This design comes from an exercise in tuning for small area, a short achievable clock period and few clock cycles per item on the open sky130 flow, not from production work.
Function was checked by simulation only, so behaviour that the tests miss may differ from the original.

==> run.sh <==
#!/bin/bash
# synth_recipe.tcl (not shown) runs the flow's synth.tcl, then flattens the netlist and writes it again
# the make line also repeats each setting of config.mk as NAME=value (left out here)
make -C /OpenROAD-flow-scripts/flow DESIGN_CONFIG=/design/flow/config.mk WORK_HOME=/design/flow/orfs CLKGATE_MAP_FILE= SYNTH_SCRIPT=/design/flow/synth_recipe.tcl finish
==> config.mk <==
export PLATFORM = sky130hd
export DESIGN_NAME = tremolo_lfo_gain
export DESIGN_NICKNAME = tremolo_lfo_gain
export VERILOG_FILES = /design/flow/design.v
export SDC_FILE = /design/flow/constraint.sdc
export NUM_CORES = 4
export LEC_CHECK = 0
export CAP_MARGIN = 20
export CORE_MARGIN = 2
export CORE_UTILIZATION = 40
export PLACE_DENSITY = 0.6
export SLEW_MARGIN = 20
==> constraint.sdc <==
create_clock -name core_clock -period 10.0 [get_ports {clk}]
set_input_delay 2.0000 -clock core_clock [delete_from_list [all_inputs] [get_ports {clk}]]
set_output_delay 2.0000 -clock core_clock [all_outputs]
set_load 0.01 [all_outputs]
==> design.v <==
package tlg_pkg;
    localparam int SAMPLE_W = 16;
    localparam int HP_W     = 20;
    localparam int SEL_W    = 2;
    localparam int PHASE_W  = 21;
    localparam int WAVE_W   = 32;
    localparam int NUM_W    = 33;
    localparam int PROD_W   = 47;
    localparam int CNT_W    = 6;
    localparam logic signed [34:0] Q_ONE       = 35'sd1073741824;
    localparam logic signed [34:0] SMOOTH_STEP = 35'sd21474836;
    localparam logic [NUM_W-1:0]   TWO_Q_ONE   = 33'h0_8000_0000;
    localparam logic [HP_W-1:0]  HP_RESET  = 20'd22050;
    localparam logic CFG_HALF_PERIOD = 1'b0;
    localparam logic CFG_WAVE_SEL    = 1'b1;
    localparam logic [SEL_W-1:0] WAVE_SQUARE   = 2'd0;
    localparam logic [SEL_W-1:0] WAVE_TRIANGLE = 2'd1;
    localparam logic [SEL_W-1:0] WAVE_PARABOLA = 2'd2;
    typedef enum logic [2:0] {
        ST_IDLE,
        ST_DIV_TRI,
        ST_PAR_START,
        ST_DIV_PAR,
        ST_MUL,
        ST_OUT
    } tlg_state_t;
    function automatic logic signed [WAVE_W-1:0] clamp_q(input logic signed [34:0] v);
        logic signed [34:0] r;
        begin
            if (v > Q_ONE)
            begin
                r = Q_ONE;
            end
            else if (v < -Q_ONE)
            begin
                r = -Q_ONE;
            end
            else
            begin
                r = v;
            end
            clamp_q = r[WAVE_W-1:0];
        end
    endfunction
endpackage
module tlg_div (
    input  logic                       clk,
    input  logic                       rst_n,
    input  logic                       start,
    input  logic [tlg_pkg::NUM_W-1:0]  dividend,
    input  logic [tlg_pkg::HP_W-1:0]   divisor,
    output logic                       done,
    output logic [tlg_pkg::NUM_W-1:0]  quotient
);
    logic                busy_reg;
    logic [tlg_pkg::CNT_W-1:0]    cnt_reg;
    logic [tlg_pkg::NUM_W-1:0]    quot_reg;
    logic [tlg_pkg::HP_W-1:0]     rem_reg;
    logic [tlg_pkg::HP_W-1:0]     den_reg;
    logic [tlg_pkg::HP_W:0]       rem_sh;
    logic [tlg_pkg::HP_W+1:0]     diff;
    logic [tlg_pkg::HP_W-1:0]     rem_next;
    logic                qbit;
    always_comb
    begin
        rem_sh = {rem_reg, quot_reg[tlg_pkg::NUM_W-1]};
        diff   = {1'b0, rem_sh} - {2'b00, den_reg};
        qbit   = ~diff[tlg_pkg::HP_W+1];
        rem_next = qbit ? diff[tlg_pkg::HP_W-1:0] : rem_sh[tlg_pkg::HP_W-1:0];
    end
    always_ff @(posedge clk or negedge rst_n)
    begin
        if (!rst_n)
        begin
            busy_reg <= 1'b0;
            cnt_reg  <= '0;
            quot_reg <= '0;
            rem_reg  <= '0;
            den_reg  <= '0;
        end
        else if (start)
        begin
            busy_reg <= 1'b1;
            cnt_reg  <= tlg_pkg::CNT_W'(tlg_pkg::NUM_W);
            quot_reg <= dividend;
            rem_reg  <= '0;
            den_reg  <= divisor;
        end
        else if (busy_reg)
        begin
            if (cnt_reg != '0)
            begin
                cnt_reg  <= cnt_reg - 1'b1;
                quot_reg <= {quot_reg[tlg_pkg::NUM_W-2:0], qbit};
                rem_reg  <= rem_next;
            end
            else
            begin
                busy_reg <= 1'b0;
            end
        end
    end
    assign done     = busy_reg && (cnt_reg == '0);
    assign quotient = quot_reg;
endmodule
module tremolo_lfo_gain (
    input  logic                           clk,
    input  logic                           rst_n,
    input  logic                           s_axis_tvalid,
    output logic                           s_axis_tready,
    input  logic [15:0]                    s_axis_tdata,    
    output logic                           m_axis_tvalid,
    input  logic                           m_axis_tready,
    output logic [15:0]                    m_axis_tdata,    
    input  logic                           cfg_we,
    input  logic                           cfg_index,
    input  logic [tlg_pkg::HP_W-1:0]       cfg_data
);
    tlg_pkg::tlg_state_t                state_reg, state_next;
    logic [tlg_pkg::HP_W-1:0]           hp_reg;
    logic [tlg_pkg::SEL_W-1:0]          wsel_reg;
    logic [tlg_pkg::PHASE_W-1:0]        phase_reg, phase_next;
    logic                      sqpos_reg, sqpos_next;
    logic signed [tlg_pkg::WAVE_W-1:0]  smooth_reg, smooth_next;
    logic signed [tlg_pkg::WAVE_W-1:0]  tri_reg, tri_next;
    logic signed [tlg_pkg::WAVE_W-1:0]  par_reg, par_next;
    logic signed [tlg_pkg::SAMPLE_W-1:0] samp_reg;
    logic [tlg_pkg::PROD_W-1:0]         prod_reg;
    logic [tlg_pkg::SAMPLE_W-1:0]       out_reg;
    logic                      out_valid_reg;
    logic                      in_acc;
    logic                      out_load;
    logic [tlg_pkg::HP_W-1:0]           hp_eff;
    logic                      flip;
    logic signed [34:0]        sq_wide;
    logic signed [34:0]        smooth_sum;
    logic signed [34:0]        q_signed;
    logic signed [34:0]        tri_sum;
    logic signed [34:0]        par_sum;
    logic [tlg_pkg::WAVE_W-2:0]         tri_abs;
    logic signed [tlg_pkg::WAVE_W-1:0]  wave;
    logic signed [tlg_pkg::WAVE_W:0]    wave_off;
    logic [tlg_pkg::WAVE_W-1:0]         gain;
    logic [tlg_pkg::SAMPLE_W-1:0]       samp_abs;
    logic [47:0]               prod_full;
    logic [tlg_pkg::SAMPLE_W-1:0]       mag;
    logic                      div_start;
    logic [tlg_pkg::NUM_W-1:0]          div_dividend;
    logic                      div_done;
    logic [tlg_pkg::NUM_W-1:0]          div_quot;
    tlg_div u_div (
        .clk      (clk),
        .rst_n    (rst_n),
        .start    (div_start),
        .dividend (div_dividend),
        .divisor  (hp_eff),
        .done     (div_done),
        .quotient (div_quot)
    );
    assign s_axis_tready = (state_reg == tlg_pkg::ST_IDLE);
    assign in_acc        = s_axis_tvalid && s_axis_tready;
    assign hp_eff        = (hp_reg == '0) ? tlg_pkg::HP_W'(1) : hp_reg;
    assign flip          = phase_reg > {1'b0, hp_eff};
    assign tri_abs       = tri_reg[tlg_pkg::WAVE_W-1] ? (tlg_pkg::WAVE_W-1)'(-tri_reg) : tri_reg[tlg_pkg::WAVE_W-2:0];
    assign div_start     = in_acc || (state_reg == tlg_pkg::ST_PAR_START);
    assign div_dividend  = (state_reg == tlg_pkg::ST_IDLE) ? tlg_pkg::TWO_Q_ONE : {tri_abs, 2'b00};
    assign q_signed      = $signed({2'b00, div_quot});
    assign mag           = prod_reg[tlg_pkg::PROD_W-1:tlg_pkg::PROD_W-tlg_pkg::SAMPLE_W];
    always_comb
    begin
        state_next  = state_reg;
        phase_next  = phase_reg;
        sqpos_next  = sqpos_reg;
        smooth_next = smooth_reg;
        tri_next    = tri_reg;
        par_next    = par_reg;
        out_load    = 1'b0;
        sq_wide     = '0;
        smooth_sum  = '0;
        tri_sum     = '0;
        par_sum     = '0;
        wave        = smooth_reg;
        wave_off    = '0;
        gain        = '0;
        samp_abs    = '0;
        prod_full   = '0;
        case (state_reg)
            tlg_pkg::ST_IDLE:
            begin
                if (in_acc)
                begin
                    sqpos_next = flip ? ~sqpos_reg : sqpos_reg;
                    phase_next = (flip ? tlg_pkg::PHASE_W'(0) : phase_reg) + 1'b1;
                    sq_wide    = sqpos_next ? tlg_pkg::Q_ONE : -tlg_pkg::Q_ONE;
                    if (sq_wide > 35'(smooth_reg))
                    begin
                        smooth_sum = 35'(smooth_reg) + tlg_pkg::SMOOTH_STEP;
                    end
                    else if (sq_wide < 35'(smooth_reg))
                    begin
                        smooth_sum = 35'(smooth_reg) - tlg_pkg::SMOOTH_STEP;
                    end
                    else
                    begin
                        smooth_sum = 35'(smooth_reg);
                    end
                    smooth_next = tlg_pkg::clamp_q(smooth_sum);
                    state_next  = tlg_pkg::ST_DIV_TRI;
                end
            end
            tlg_pkg::ST_DIV_TRI:
            begin
                if (div_done)
                begin
                    tri_sum    = 35'(tri_reg) + (sqpos_reg ? q_signed : -q_signed);
                    tri_next   = tlg_pkg::clamp_q(tri_sum);
                    state_next = tlg_pkg::ST_PAR_START;
                end
            end
            tlg_pkg::ST_PAR_START:
            begin
                state_next = tlg_pkg::ST_DIV_PAR;
            end
            tlg_pkg::ST_DIV_PAR:
            begin
                if (div_done)
                begin
                    par_sum    = 35'(par_reg) + (tri_reg[tlg_pkg::WAVE_W-1] ? -q_signed : q_signed);
                    par_next   = tlg_pkg::clamp_q(par_sum);
                    state_next = tlg_pkg::ST_MUL;
                end
            end
            tlg_pkg::ST_MUL:
            begin
                case (wsel_reg)
                    tlg_pkg::WAVE_TRIANGLE: wave = tri_reg;
                    tlg_pkg::WAVE_PARABOLA: wave = par_reg;
                    default:       wave = smooth_reg;
                endcase
                wave_off   = 33'(wave) + tlg_pkg::Q_ONE[tlg_pkg::WAVE_W:0];
                gain       = wave_off[tlg_pkg::WAVE_W-1:0];
                samp_abs   = samp_reg[tlg_pkg::SAMPLE_W-1] ? tlg_pkg::SAMPLE_W'(-samp_reg) : samp_reg;
                prod_full  = 48'(samp_abs) * 48'(gain);
                state_next = tlg_pkg::ST_OUT;
            end
            tlg_pkg::ST_OUT:
            begin
                if (!out_valid_reg || m_axis_tready)
                begin
                    out_load   = 1'b1;
                    state_next = tlg_pkg::ST_IDLE;
                end
            end
            default:
            begin
                state_next = tlg_pkg::ST_IDLE;
            end
        endcase
    end
    always_ff @(posedge clk or negedge rst_n)
    begin
        if (!rst_n)
        begin
            state_reg     <= tlg_pkg::ST_IDLE;
            hp_reg        <= tlg_pkg::HP_RESET;
            wsel_reg      <= tlg_pkg::WAVE_PARABOLA;
            phase_reg     <= '0;
            sqpos_reg     <= 1'b1;
            smooth_reg    <= tlg_pkg::Q_ONE[tlg_pkg::WAVE_W-1:0];
            tri_reg       <= -tlg_pkg::Q_ONE[tlg_pkg::WAVE_W-1:0];
            par_reg       <= '0;
            out_valid_reg <= 1'b0;
        end
        else
        begin
            state_reg  <= state_next;
            phase_reg  <= phase_next;
            sqpos_reg  <= sqpos_next;
            smooth_reg <= smooth_next;
            tri_reg    <= tri_next;
            par_reg    <= par_next;
            if (cfg_we)
            begin
                case (cfg_index)
                    tlg_pkg::CFG_HALF_PERIOD: hp_reg   <= cfg_data;
                    tlg_pkg::CFG_WAVE_SEL:    wsel_reg <= cfg_data[tlg_pkg::SEL_W-1:0];
                    default:         hp_reg   <= hp_reg;
                endcase
            end
            if (out_load)
            begin
                out_valid_reg <= 1'b1;
            end
            else if (m_axis_tready)
            begin
                out_valid_reg <= 1'b0;
            end
        end
    end
    always_ff @(posedge clk)
    begin
        if (in_acc)
        begin
            samp_reg <= $signed(s_axis_tdata);
        end
        if (state_reg == tlg_pkg::ST_MUL)
        begin
            prod_reg <= prod_full[tlg_pkg::PROD_W-1:0];
        end
        if (out_load)
        begin
            out_reg <= samp_reg[tlg_pkg::SAMPLE_W-1] ? tlg_pkg::SAMPLE_W'(-mag) : mag;
        end
    end
    assign m_axis_tvalid = out_valid_reg;
    assign m_axis_tdata  = out_reg;
endmodule
==> run notes <==
[worst max path at each step]
stage                 from           end  slack, ns  cells past startpoint
3_3_place_gp   samp_reg[0]  prod_reg[43]       0.99                     31
6_report       samp_reg[6]  prod_reg[43]       0.81                     28
5_1_grt        samp_reg[0]  prod_reg[43]       0.29                     29
2_1_floorplan  samp_reg[6]  prod_reg[43]       1.54                     25
3_5_place_dp   samp_reg[6]  prod_reg[43]       0.89                     28
4_1_cts        samp_reg[6]  prod_reg[43]       0.81                     28
[cell families after synthesis]
logic type / count (synthesis) / synth area share, %
buf+inv: 806 / 8.61
fa+ha+maj: 652 / 31.9
flops: 270 / 19.8
compound gates: 743 / 13.6
mux: 63 / 1.80
simple gates: 1375 / 17.8
xor+xnor: 268 / 6.61
[tightest hold or removal path: stages (launching register included)]
cell and delay, ns:
dfrtp_1 0.34, nand2_1 0.05, o21ai_0 0.06
[metal layers]
metal	part of all wire, %	vias up	track usage (%)	routed length (um)
met5	0	-	0	0
met3	5.5	152	2.94	5650
li1	-	13600	-	-
met4	3.3	0	6.94	3380
met2	47	808	38.1	47900
met1	44	14300	30.7	45000
[final cells by class]
class | count | area (um^2) | area share [%]
multi-input cells | 3101 | 25600 | 66.1
flip-flops and latches | 270 | 7010 | 18.1
inverters | 592 | 2220 | 5.75
well taps | 1165 | 1460 | 3.77
repair buffers | 130 | 1130 | 2.92
clock buffers | 51 | 1010 | 2.61
clock inverters | 14 | 272 | 0.702
[placed cells by master, fill, tap and decap left out, types with 58 or more instances in the layout]
cell type / n
a21o_1: 65
a21oi_1: 141
and2_1: 90
buf_4: 71
clkdlybuf4s50_1: 58
dfrtp_1: 211
fa_1: 419
ha_1: 232
inv_1: 592
nand2_1: 665
nor2_1: 246
nor3_1: 59
o21ai_0: 178
xnor2_1: 154
xor2_1: 103
==> impl_metrics.toml <==
[status]
status = "no timing/DRC/antenna violations"

[worst_setup_path]
crit_path_end_kind = "flop"
start_kind = "flop"
r2r_start = "samp_reg[6]"
worst_path_largest_cell_delay_ns = 0.62
path_delay_family = "adder cells"
r2r_cells = 28
cp_common_cell = "fa_1"
slowest_stage = "or4_1"
critical_path_arrival_ns = 9.49
r2r-end = "prod_reg[43]"
worstPathRequired_ns = 10.30
crit_path_max_fanout = 19
path_buf_inv = 6
ff2ff_setup_slack_ns = 0.81
worst-setup-path-type = "reg -> reg"

[cells_and_area]
syn2layout_area_growth_pct = 8.94
largest_register_ff_count = 33
n_fill_cell = 8763
final_cells = 5323
fin_nets = 4825
final_util_pct = 43.9
fin_area_mm2 = 0.0387
antenna_cells = 0
drive_gt1_share_pct = 4.69

[global_route]
grt_usage_pct = 22.7
grt_pass1_wl_mm = 163
antenna_found_initial = 0
grt_max_degree = 99
grt_pass1_vias = 28900
overflow = 0

[clock_network]
clock_sinks = 270
cts_hold_buf = 0
post_cts_buffers = 0
cts_buffers = 36
clk_latency_ns = 0.60
ctsResizeCount = 0
clockBufferDepth = 3
cts_tree = "yes"
htree_levels = 2
cts.clk_slew.worst_paths_ns = 0.07
root_buffer = "clkbuf_16"

[detailed_routing]
finalWirelength_mm = 102
post_drt_wl_per_cell_um = 19.2
via_per_inst = 5.42
drt_first_iter_violations = 2151
vias = 28800
drc = 0
ant_nets = 0
firstDrtPassIters = 6

[placement]
dp_hpwl_mm = 79.3
dp.cells = 5258
io_buffers = 59
gp_congestion = 0.949
placed_area_mm2 = 0.0374
place_ws_ns = 0.888

[sta]
hold_violations = 0
tns_ns = 0
rsz0062_at_grt = "false"
max_freq_mhz = 109
setup_viol = 0
min_period_over_period_pct = 91.9
fin_skew_ns = 0.0513
relSlewSlack_pct = 23.5
worst_pin_slew_ns = 1.14
worst_slack_ns = 0.806
hold_slack_ns = 0.482
fin_crit_ns = 9.19
drv_slew = 0

[yosys]
synthesis.nets = 4871
ys_async_sr_fraction_pct = 82.2
synth_top_area_cell = "fa_1"
dominantRegCellSynth = "dfrtp_1"
syn_inst = 4177
yosysSeqAreaShare_pct = 19.8
synth-seq-cells = 270
avgSynthCellArea_um2 = 8.50
synth_most_common_cell = "nand2_1"
synth_area_leaders = "fa_1 (24%), dfrtp_1 (15%), ha_1 (8.2%)"
yosysUniqueCellTypes = 83
synth_warnings = 2
synthDominantCellAreaShare_pct = 23.6
syn_area_mm2 = 0.0355
synth-edff-count = 48
synthTopCellsByCount = "nand2_1 (665), inv_1 (592), fa_1 (419)"

[floorplan]
coreArea_mm2 = 0.0881
die_w_um = 302
fp.dieH_um = 302
io_pins = 60
rows = 109
start_util_pct = 40.3
dieArea_mm2 = 0.0911

[worst_hold_path]
hp-class = "reg -> reg"
hold_path_depth = 2
whs_endpoint = "u_div.den_reg[2]"
hp-start = "u_div.den_reg[2]"

[job]
cap_viol_max_count = 0
Testbench counts, summed over its fixed seeds: cycles 691,224, items 9,600.

## port drivers added, routing unchanged
In the flow no input, the clock included, has a driving cell. The finished layout below was timed again as built, in two steps.
Step 1: set_driving_cell puts a clkbuf_16 on clk and a buf_2 on each other input, an assumption about the parent block.
Step 2 moves the port delays by t, midway between the first and last clock arrival at a register: inputs arrive t later, outputs are due t later. That takes back most of the time a late clock gives input paths.
Slacks: ideal ports / drivers / drivers and shift; pairs: ideal ports / drivers.
shift t [ns]: 0.635
setup slack, ns: 0.806 / 0.806 / 0.806
clock arrival spread, ns: 0.054 / 0.053
worst slew at a driven data input, ns: 0.05
After both steps this run still meets setup and hold. For this run, drivers alone change the setup slack by 0.000 ns; drivers and shift together by 0.000 ns.
